What follows belongs to an exercise in optimizing a design on an open flow for small area, a short achievable clock period and few clock cycles; a production flow would make more cautious choices. RTL that was checked went through simulation tests only; none was proved equivalent to the original.

// matmul_sequencer
module matmul_sequencer (
  input  logic       clk,
  input  logic       rst,
  input  logic       rx_valid,
  input  logic [7:0] rx_data,
  output logic [7:0] tx_data,
  output logic       tx_valid,
  input  logic       tx_ready,
  output logic       busy,
  output logic       done,
  output logic       err
);
For scale: about 1300 flip-flops, ~24 I/O pins, roughly 49000 µm² of cells after synthesis.
clock: 11.0 ns
lec_check: 0
cap_margin: 20
core_margin: 2
core_utilization: 40
place_density: 0.6
slew_margin: 20
standard.sh (not shown) runs the stock make flow with config.mk's settings and CLKGATE_MAP_FILE= SYNTH_SCRIPT=/design/flow/synth_recipe.tcl, a recipe that flattens the netlist after the stock synthesis.
==> flow/flow/run.sh <==
#!/bin/bash
set -euo pipefail
bash standard.sh SETUP_SLACK_MARGIN=7.5 CTS_CLUSTER_SIZE=25 CTS_CLUSTER_DIAMETER=70 finish > standard.log 2>&1
Change:
--- a/flow/design.v
+++ b/flow/design.v
@@ -26,14 +26,13 @@
   logic        s2v_q, s2fin_q, s2last_q;
   logic [1:0]  s2j_q;
   logic        wfin_q;
   logic [1:0]  wfj_q;
   logic [2:0]  fcol_q;
   logic [31:0] w_q;
-  logic        wv_q, wlast_q, sv_q, slast_q;
-  logic [7:0]  s_q;
+  logic        wv_q, wlast_q;
   logic [1:0]  wb_q, oi_q, oj_q;
   logic        oall_q;
   logic [7:0]  tx_data_q;
   logic        tx_valid_q, tx_last_q;
   logic        rxv, wend, hdr_ok, bload, going_busy, awe;
   logic [31:0] word_d;
@@ -41,21 +40,13 @@
   assign wend   = rxv & (bcnt_q == 2'd3);
   assign word_d = {word_q, rx_data};
   assign hdr_ok = ~nz_q & (rx_data[7:3] == 5'd0) & (rx_data[2:0] != 3'd0) &
                   ~(rx_data[2] & (rx_data[1:0] != 2'd0));
   assign bload  = wend & (st_q == S_B);
   assign going_busy = bload & (ci_q == nm1_q) & (ck_q == pm1_q);
-  function automatic logic [1:0] sig(input logic [1:0] ph);
-    unique case (ph)
-      2'd0:    sig = 2'd0;
-      2'd1:    sig = 2'd2;
-      2'd2:    sig = 2'd3;
-      default: sig = 2'd1;
-    endcase
-  endfunction
-  assign awe    = apend_q & (sig(lph_q + 2'd1) == tr_q);
+  assign awe    = apend_q & ((lph_q + 2'd1) == tr_q);
   always_ff @(posedge clk) begin
     if (rxv) word_q <= word_d[23:0];
     if (wend) hw_q <= word_d;
   end
   always_comb begin
     for (int k = 0; k < 4; k++) begin
@@ -1069,41 +1060,37 @@
   assign t_c[29] = s524;
   assign t_s[30] = c525;
   assign t_c[30] = s526;
   assign t_s[31] = c527;
   assign t_c[31] = x528;
   always_ff @(posedge clk) cut_q <= cut_d;
-  logic        take, txfree, busy_eff, tx_go, from_s, w_to_tx, w_split;
-  logic        wfree, avail, load, direct;
+  logic        take, txfree, busy_eff, tx_go, w_to_tx, wfree, avail, load, direct;
   logic [31:0] src;
   logic [7:0]  wbyte;
   assign take     = tx_valid_q & tx_ready;
   assign txfree   = ~tx_valid_q | tx_ready;
   assign busy_eff = busy_q | going_busy;
   assign tx_go    = txfree & busy_eff;
-  assign from_s   = tx_go & sv_q;
-  assign w_to_tx  = tx_go & ~sv_q & wv_q;
-  assign w_split  = w_to_tx & (wb_q == 2'd2);
-  assign wfree    = ~wv_q | (txfree & busy_q & ~sv_q & wb_q[1]);
+  assign w_to_tx  = tx_go & wv_q;
+  assign wfree    = ~wv_q | (w_to_tx & (wb_q == 2'd3));
   assign src      = cr[oj_q][0];
-  assign avail    = st_q[1] & ~oall_q & (sig(lph_q - 2'd2) == oi_q) &
+  assign avail    = st_q[1] & ~oall_q & ((lph_q + 2'd2) == oi_q) &
                     (({1'b0, oj_q} < fcol_q) | (wfin_q & (wfj_q == oj_q)));
   assign load     = avail & wfree;
-  assign direct   = load & tx_go & ~wv_q & ~sv_q;
+  assign direct   = load & tx_go & ~wv_q;
   always_comb begin
     unique case (wb_q)
       2'd0:    wbyte = w_q[31:24];
       2'd1:    wbyte = w_q[23:16];
       2'd2:    wbyte = w_q[15:8];
       default: wbyte = w_q[7:0];
     endcase
   end
   always_ff @(posedge clk) begin
     if (load) w_q <= src;
-    if (w_split) s_q <= w_q[7:0];
-    if (tx_go) tx_data_q <= sv_q ? s_q : (wv_q ? wbyte : src[31:24]);
+    if (tx_go) tx_data_q <= wv_q ? wbyte : src[31:24];
   end
   always_ff @(posedge clk or posedge rst) begin
     if (rst) begin
       st_q      <= S_HDR;
       bcnt_q    <= '0;
       hcnt_q    <= '0;
@@ -1130,14 +1117,12 @@
       s2j_q     <= '0;
       wfin_q    <= 1'b0;
       wfj_q     <= '0;
       fcol_q    <= '0;
       wv_q      <= 1'b0;
       wlast_q   <= 1'b0;
-      sv_q      <= 1'b0;
-      slast_q   <= 1'b0;
       wb_q      <= '0;
       oi_q      <= '0;
       oj_q      <= '0;
       oall_q    <= 1'b0;
       tx_valid_q <= 1'b0;
       tx_last_q <= 1'b0;
@@ -1229,23 +1214,17 @@
           else oi_q <= oi_q + 2'd1;
         end else begin
           oj_q <= oj_q + 2'd1;
         end
       end else if (w_to_tx) begin
         wb_q <= wb_q + 2'd1;
-        if (wb_q[1]) wv_q <= 1'b0;
-      end
-      if (w_split) begin
-        sv_q    <= 1'b1;
-        slast_q <= wlast_q;
-      end else if (from_s) begin
-        sv_q    <= 1'b0;
+        if (wb_q == 2'd3) wv_q <= 1'b0;
       end
       if (tx_go) begin
-        tx_valid_q <= sv_q | wv_q | direct;
-        tx_last_q  <= sv_q ? slast_q : (wv_q & wlast_q & (wb_q == 2'd3));
+        tx_valid_q <= wv_q | direct;
+        tx_last_q  <= wv_q & wlast_q & (wb_q == 2'd3);
       end
       if (take && tx_last_q) begin
         done_q <= 1'b1;
         busy_q <= 1'b0;
         st_q   <= S_HDR;
         oi_q   <= '0;
What happened: Via count decreases by 1.7%. Non-clock buffer count grows by 10. Global-route usage grows by 0.63 points. Design area went up by 0.53%. Hold slack gets worse by 0.0038 ns. Cell count drops by 1.4%. Utilization goes up by 0.83 points. Count of clock-buffer cells in the layout goes up by 11. Routed wire length rose by 1.4%. Register-to-register slack improved by 0.13 ns. Fmax went up by 3.6%.
Testbench counts after the change, summed over its fixed seeds: cycles 26,589.
Only the layout flow was run in the first run of this note; the RTL was not checked for function there.

Setup of the reference run:
matmul_sequencer, a different RTL version from the one above (not shown whole).
Size in the first run: about 1300 flip-flops, ~24 I/O pins.
clock: 11.0 ns
lec_check: 0
abc_clock_period_in_ps: 3500
cap_margin: 20
core_margin: 2
core_utilization: 40
place_density: 0.6
slew_margin: 20
run.sh (not shown) runs the stock make flow with config.mk's settings and CLKGATE_MAP_FILE= SYNTH_SCRIPT=/design/flow/synth_recipe.tcl, a recipe that flattens the netlist after the stock synthesis.
Stock flow here: none of the scripts above is used.
Testbench counts of the reference run, summed over its fixed seeds: cycles 26,589.
Input-level comparison between the trial run and the reference run:
--- a/flow/design.v
+++ b/flow/design.v
@@ -14,25 +14,25 @@
   logic [1:0]  st_q, bcnt_q, hcnt_q, lph_q;
   logic [1:0]  mm1_q, nm1_q, pm1_q, ci_q, ck_q;
   logic [23:0] word_q;
   logic        nz_q, busy_q, done_q, err_q;
   logic [31:0] hw_q;
   logic [1:0]  tk_q, tr_q, tj_q;
   logic        tfirst_q, tfinal_q, apend_q;
   logic [2:0]  pc_q;
   logic [31:0] ar [0:3][0:3];
   logic [31:0] cr [0:3][0:3];
   logic [31:0] ains [0:3];
   logic [31:0] cins [0:3];
-  logic [31:0] aop_q, s2s_q, s2c_q;
+  logic [31:0] s2s_q, s2c_q;
   logic        s2v_q, s2fin_q, s2last_q;
   logic [1:0]  s2j_q;
   logic        wfin_q;
   logic [1:0]  wfj_q;
   logic [2:0]  fcol_q;
   logic [31:0] w_q;
   logic        wv_q, wlast_q;
   logic [1:0]  wb_q, oi_q, oj_q;
   logic        oall_q;
   logic [7:0]  tx_data_q;
   logic        tx_valid_q, tx_last_q;
   logic        rxv, wend, hdr_ok, bload, going_busy, awe;
@@ -64,44 +64,51 @@
   always_ff @(posedge clk) begin
     for (int k = 0; k < 4; k++) begin
       ar[k][0] <= ains[k];
       ar[k][1] <= ar[k][0];
       ar[k][2] <= ar[k][1];
       ar[k][3] <= ar[k][2];
       cr[k][0] <= cins[k];
       cr[k][1] <= cr[k][0];
       cr[k][2] <= cr[k][1];
       cr[k][3] <= cr[k][2];
     end
   end
-  logic [1:0] ksel;
-  assign ksel = (bcnt_q == 2'd3 && st_q == S_B) ? ci_q : tk_q;
-  always_ff @(posedge clk) aop_q <= ains[ksel];
-  logic [32:0] bx;
+  logic [1:0]  ksel;
+  logic [31:0] anext;
+  logic [32:0] ax;
+  logic [15:0] bone_q, btwo_q, bneg_q;
+  assign ksel  = (bcnt_q == 2'd3 && st_q == S_B) ? ci_q : tk_q;
+  assign anext = ains[ksel];
+  assign ax    = {anext, 1'b0};
+  always_ff @(posedge clk) begin
+    for (int i = 0; i < 16; i++) begin
+      bone_q[i] <= ax[2*i] ^ ax[2*i+1];
+      btwo_q[i] <= (ax[2*i+2] & ~ax[2*i+1] & ~ax[2*i]) |
+                   (~ax[2*i+2] & ax[2*i+1] & ax[2*i]);
+      bneg_q[i] <= ax[2*i+2];
+    end
+  end
   logic [31:0] pp [0:16];
   logic [31:0] cadd;
-  assign bx   = {hw_q, 1'b0};
+  logic [32:0] hx;
+  assign hx   = {hw_q, 1'b0};
   assign cadd = tfirst_q ? 32'd0 : cr[tj_q][2];
   always_comb begin
     pp[16] = '0;
     for (int i = 0; i < 16; i++) begin
-      logic one, two, neg;
       logic [31:0] sel;
-      one = bx[2*i] ^ bx[2*i+1];
-      two = (bx[2*i+2] & ~bx[2*i+1] & ~bx[2*i]) |
-            (~bx[2*i+2] & bx[2*i+1] & bx[2*i]);
-      neg = bx[2*i+2];
-      sel = ({32{one}} & aop_q) | ({32{two}} & {aop_q[30:0], 1'b0});
-      pp[i] = (sel ^ {32{neg}}) << (2*i);
-      pp[16][2*i] = neg;
+      sel = ({32{bone_q[i]}} & hw_q) | ({32{btwo_q[i]}} & hx[31:0]);
+      pp[i] = (sel ^ {32{bneg_q[i]}}) << (2*i);
+      pp[16][2*i] = bneg_q[i];
     end
   end
   function automatic logic [31:0] fs(input logic [31:0] x, input logic [31:0] y,
                                      input logic [31:0] z);
     fs = x ^ y ^ z;
   endfunction
   function automatic logic [31:0] fc(input logic [31:0] x, input logic [31:0] y,
                                      input logic [31:0] z);
     logic [31:0] m;
     m  = (x & y) | (x & z) | (y & z);
     fc = {m[30:0], 1'b0};
   endfunction
### Flow results
- In summary, the trial run completed successfully, with a layout that passed the timing, design-rule and antenna checks.
- The trial run vs the reference run — floorplan die width dropped 4.9%.
- Initial core utilization in the trial run is 0.21 points lower than in the reference run
- Per the comparison of the trial run with the reference run, row count saw a decrease; worst setup margin rose 870 ps.
- Of the reference run and the trial run, the run reporting the lower parity-gate share of the synthesized area counting xor and xnor cells was the reference run.
- The trial run ends up with a endpoint arrival time on the critical path that is 860 ps lower than in the reference run.
- Looking at total detailed-routing wirelength across both flows, the trial run is the stronger of the two, with the reference run trailing.
- Share of async-settable or async-resettable flops after synthesis essentially unchanged between the reference run and the trial run.
- Summary of the comparison: share of final-layout standard cells stronger than drive strength 1 is higher in the trial run, relative to the reference run.
Only the layout flow was run in the trial run; the RTL was not checked for function there.

[separate check: timing with driven ports]
No port has a modelled driver above. Below, the same layouts with a new extraction and two added sets of constraints. Step 1: set_driving_cell puts a clkbuf_16 on clk and a buf_2 on each other input, an assumption about the parent block. Step 2, shift: input delay + t, output delay - t, t = (earliest + latest rising clock arrival at the registers) / 2. This alone moves slack from input paths to output paths. a / b / c = ideal ports / drivers / drivers and shift; a / b = the first two.
| run | t, ns | setup WS [ns] | worst setup path after step 2 | worst register clock-pin slew, ns | worst data-port slew with drivers (ns) |
|---|---|---|---|---|---|
| the first run of note 1 | 0.704 | 7.357 / 7.357 / 6.876 | input to register | 0.10 / 0.10 | 0.12 |
| the second run of note 1 | 0.741 | 7.483 / 7.483 / 6.862 | input to register | 0.10 / 0.10 | 0.06 |
| the reference run | 0.810 | 4.869 / 4.869 / 4.869 | register to register | 0.07 / 0.07 | 0.06 |
| the trial run | 0.770 | 5.735 / 5.735 / 5.479 | input to register | 0.07 / 0.07 | 0.09 |
After both steps every run listed still meets setup and hold. For the second run of note 1, which loses most, drivers alone change the setup slack by 0.000 ns; drivers and shift together by -0.621 ns.
